This is an optimization exercise on Yosys and OpenROAD, whose aim is small area, a short achievable clock period and few clock cycles, not a production implementation. At most, simulation tests tie the RTL to the original design; equivalence was not proved. Power and IR drop assume default switching activity.

the reference run:
## mm2s_cmd_gen
module mm2s_cmd_gen
#(
  parameter int CORE_INSTR_WIDTH = 64,
  parameter int CORE_CMD_WIDTH   = 80
) (
  input  logic                        clk,
  input  logic                        rst_n,
  input  logic [CORE_INSTR_WIDTH-1:0] s_axis_mm2s_instr_tdata,
  input  logic                        s_axis_mm2s_instr_tvalid,
  output logic                        s_axis_mm2s_instr_tready,
  output logic [CORE_CMD_WIDTH-1:0]   m_axis_mm2s_cmd_tdata,
  output logic                        m_axis_mm2s_cmd_tvalid,
  input  logic                        m_axis_mm2s_cmd_tready
);
For scale: about 3400 cells after synthesis, ~370 flip-flops, about 150 I/O pins, ~28000 µm² of cells after synthesis.
export LEC_CHECK = 0
export ABC_AREA = 1
export CAP_MARGIN = 20
export CORE_MARGIN = 2
export CORE_UTILIZATION = 40
export CTS_BUF_LIST = sky130_fd_sc_hd__clkbuf_8
export CTS_CLUSTER_DIAMETER = 50
export CTS_CLUSTER_SIZE = 12
export PLACE_DENSITY = 0.8
export SLEW_MARGIN = 20
create_clock -name core_clock -period 11.0 [get_ports {clk}]
standard.sh (not shown) runs the stock make flow with config.mk's settings and CLKGATE_MAP_FILE= SYNTH_SCRIPT=/design/flow/synth_recipe.tcl, a recipe that flattens the netlist after the stock synthesis.
==> flow/flow/run.sh <==
#!/bin/bash
# Standard layout, with timing repair aiming at 6 ns below the clock period.
set -euo pipefail
bash standard.sh SETUP_SLACK_MARGIN=6 finish > standard_flow.log 2>&1
> inputs changed (the reference run -> the trial run)
--- a/flow/design.v
+++ b/flow/design.v
@@ -76,13 +76,13 @@
   input  logic                        m_axis_mm2s_cmd_tready
 );
   localparam logic [3:0] E_IDLE = 4'd0;
   localparam logic [3:0] E_PC   = 4'd1;    
   localparam logic [3:0] E_PW   = 4'd2;    
   localparam logic [3:0] E_PH   = 4'd3;    
-  localparam logic [3:0] E_ES   = 4'd4;    
+  localparam logic [3:0] E_BUB  = 4'd4;    
   localparam logic [3:0] E_E    = 4'd5;    
   localparam logic [3:0] E_D    = 4'd6;    
   localparam logic [3:0] E_D2   = 4'd7;    
   localparam logic [3:0] E_WT   = 4'd8;    
   localparam logic [3:0] E_F1   = 4'd9;    
   localparam logic [3:0] E_F    = 4'd10;   
@@ -184,43 +184,26 @@
       E_IDLE: ;
       E_PC: begin
         if (dg_q != 2'd0) begin
           dg_d = dg_q - 2'd1; y_d = dig(sc_q, dg_q - 2'd1); a1_acc6_d = 1'b1;
         end else if (need_w_q) to_pw = 1'b1;
         else if (need_h_q)     to_ph = 1'b1;
-        else begin
-          est_d = E_ES; x_d = layer_iwih_q; y_d = mac[5:0]; a2_fin_d = 1'b1;
-        end
+        else                   est_d = E_BUB;
       end
       E_PW: begin
         if (dg_q != 2'd0) begin
           dg_d = dg_q - 2'd1; y_d = dig(16'(sw_q), dg_q - 2'd1); a1_acc6_d = 1'b1;
         end else if (need_h_q) to_ph = 1'b1;
         else                   to_e = 1'b1;
       end
       E_PH: begin
         if (dg_q != 2'd0) begin
           dg_d = dg_q - 2'd1; y_d = dig(16'(sh_q), dg_q - 2'd1); a1_acc6_d = 1'b1;
         end else to_e = 1'b1;
       end
-      E_ES: begin
-        if (acc_q[15:6] != 10'd0) to_e = 1'b1;    
-        else begin
-          est_d = E_F;
-          if (whole) begin
-            x_d = layer_iwih_q;
-            if (cl_r[9:6] != 4'd0) begin est_d = E_F1; y_d = {2'b0, cl_r[9:6]}; end
-            else y_d = cl_r[5:0];
-          end else begin
-            x_d = 18'(layer_iw_q);
-            fv  = chan ? 16'(rh_q) : 16'(rh_q - 9'd1);
-            if (fv[11:6] != 6'd0) begin est_d = E_F1; y_d = fv[11:6]; end
-            else begin y_d = fv[5:0]; a2_niw_d = !wfull_q; end
-          end
-        end
-      end
+      E_BUB: to_e = 1'b1;
       E_E: begin
         if (dg_q != 2'd0) begin
           dg_d = dg_q - 2'd1; y_d = dig(sc_q, dg_q - 2'd1); a1_acc6_d = 1'b1;
           a2_fin_d = (dg_q == 2'd1);
         end else if ((sw_cur != 9'd0) || (sh_cur != 9'd0)) begin
           est_d = E_D;
@@ -313,13 +296,13 @@
           eom_q       <= instr[P_EOM_BIT];
           fin_baddr_q <= instr[31:0];
         end
         default: ;
       endcase
     end
-    if (est_q == E_PC || est_q == E_PW || est_q == E_PH || est_q == E_E || est_q == E_ES ||
+    if (est_q == E_PC || est_q == E_PW || est_q == E_PH || est_q == E_E ||
         est_q == E_D || est_q == E_D2) acc_q <= mac;
     dg_q       <= dg_d;
     x_q        <= x_d;
     y_q        <= y_d;
     a1_acc_q   <= a1_acc_d;
     a1_acc6_q  <= a1_acc6_d;
### Flow results
Timing, DRC, antenna: 0 failures across the reference run and the trial run. Taking the reference run as the reference, in the trial run wire length on met3 dropped about 20%; final antenna diode count climbed 3; number of global-route vias before repair dropped 396; number of cells produced by synthesis climbed 32. Combinational cell fraction of total power (lower): the trial run. The trial run vs the reference run — cell count dropped slightly. Re worst-case setup margin in the final layout: the trial run is 0.083 ns up on the reference run. Area of the die: higher on the reference run.
Testbench counts of the trial run, summed over its fixed seeds: cycles 12,595.
No functional check of the RTL was part of the reference run.

## port drivers added, routing unchanged
Ports are ideal in the flow. The routed layouts listed here were re-timed in OpenROAD. Step 1 sets driving cells, clkbuf_16 on the clock port and buf_2 on the other inputs (assumed; they add their load-dependent delay and slew). Step 2, shift: input delay + t, output delay - t, t = (earliest + latest rising clock arrival at the registers) / 2. This alone moves slack from input paths to output paths. a / b / c = ideal ports / drivers / drivers and shift; a / b = the first two.
| run | t (ns) | slack for setup (ns) | hold slack, ns | worst register clock-pin slew, ns | worst slew at a driven data input, ns |
|---|---|---|---|---|---|
| the reference run | 0.720 | 5.941 / 5.941 / 5.447 | 0.493 / 0.493 / 0.493 | 0.09 / 0.09 | 0.05 |
| the trial run | 0.744 | 6.024 / 6.024 / 5.361 | 0.490 / 0.490 / 0.490 | 0.09 / 0.09 | 0.06 |
After both steps setup and hold are still met in every run listed. For the trial run, which loses most, drivers alone change the setup slack by 0.000 ns; drivers and shift together by -0.663 ns.
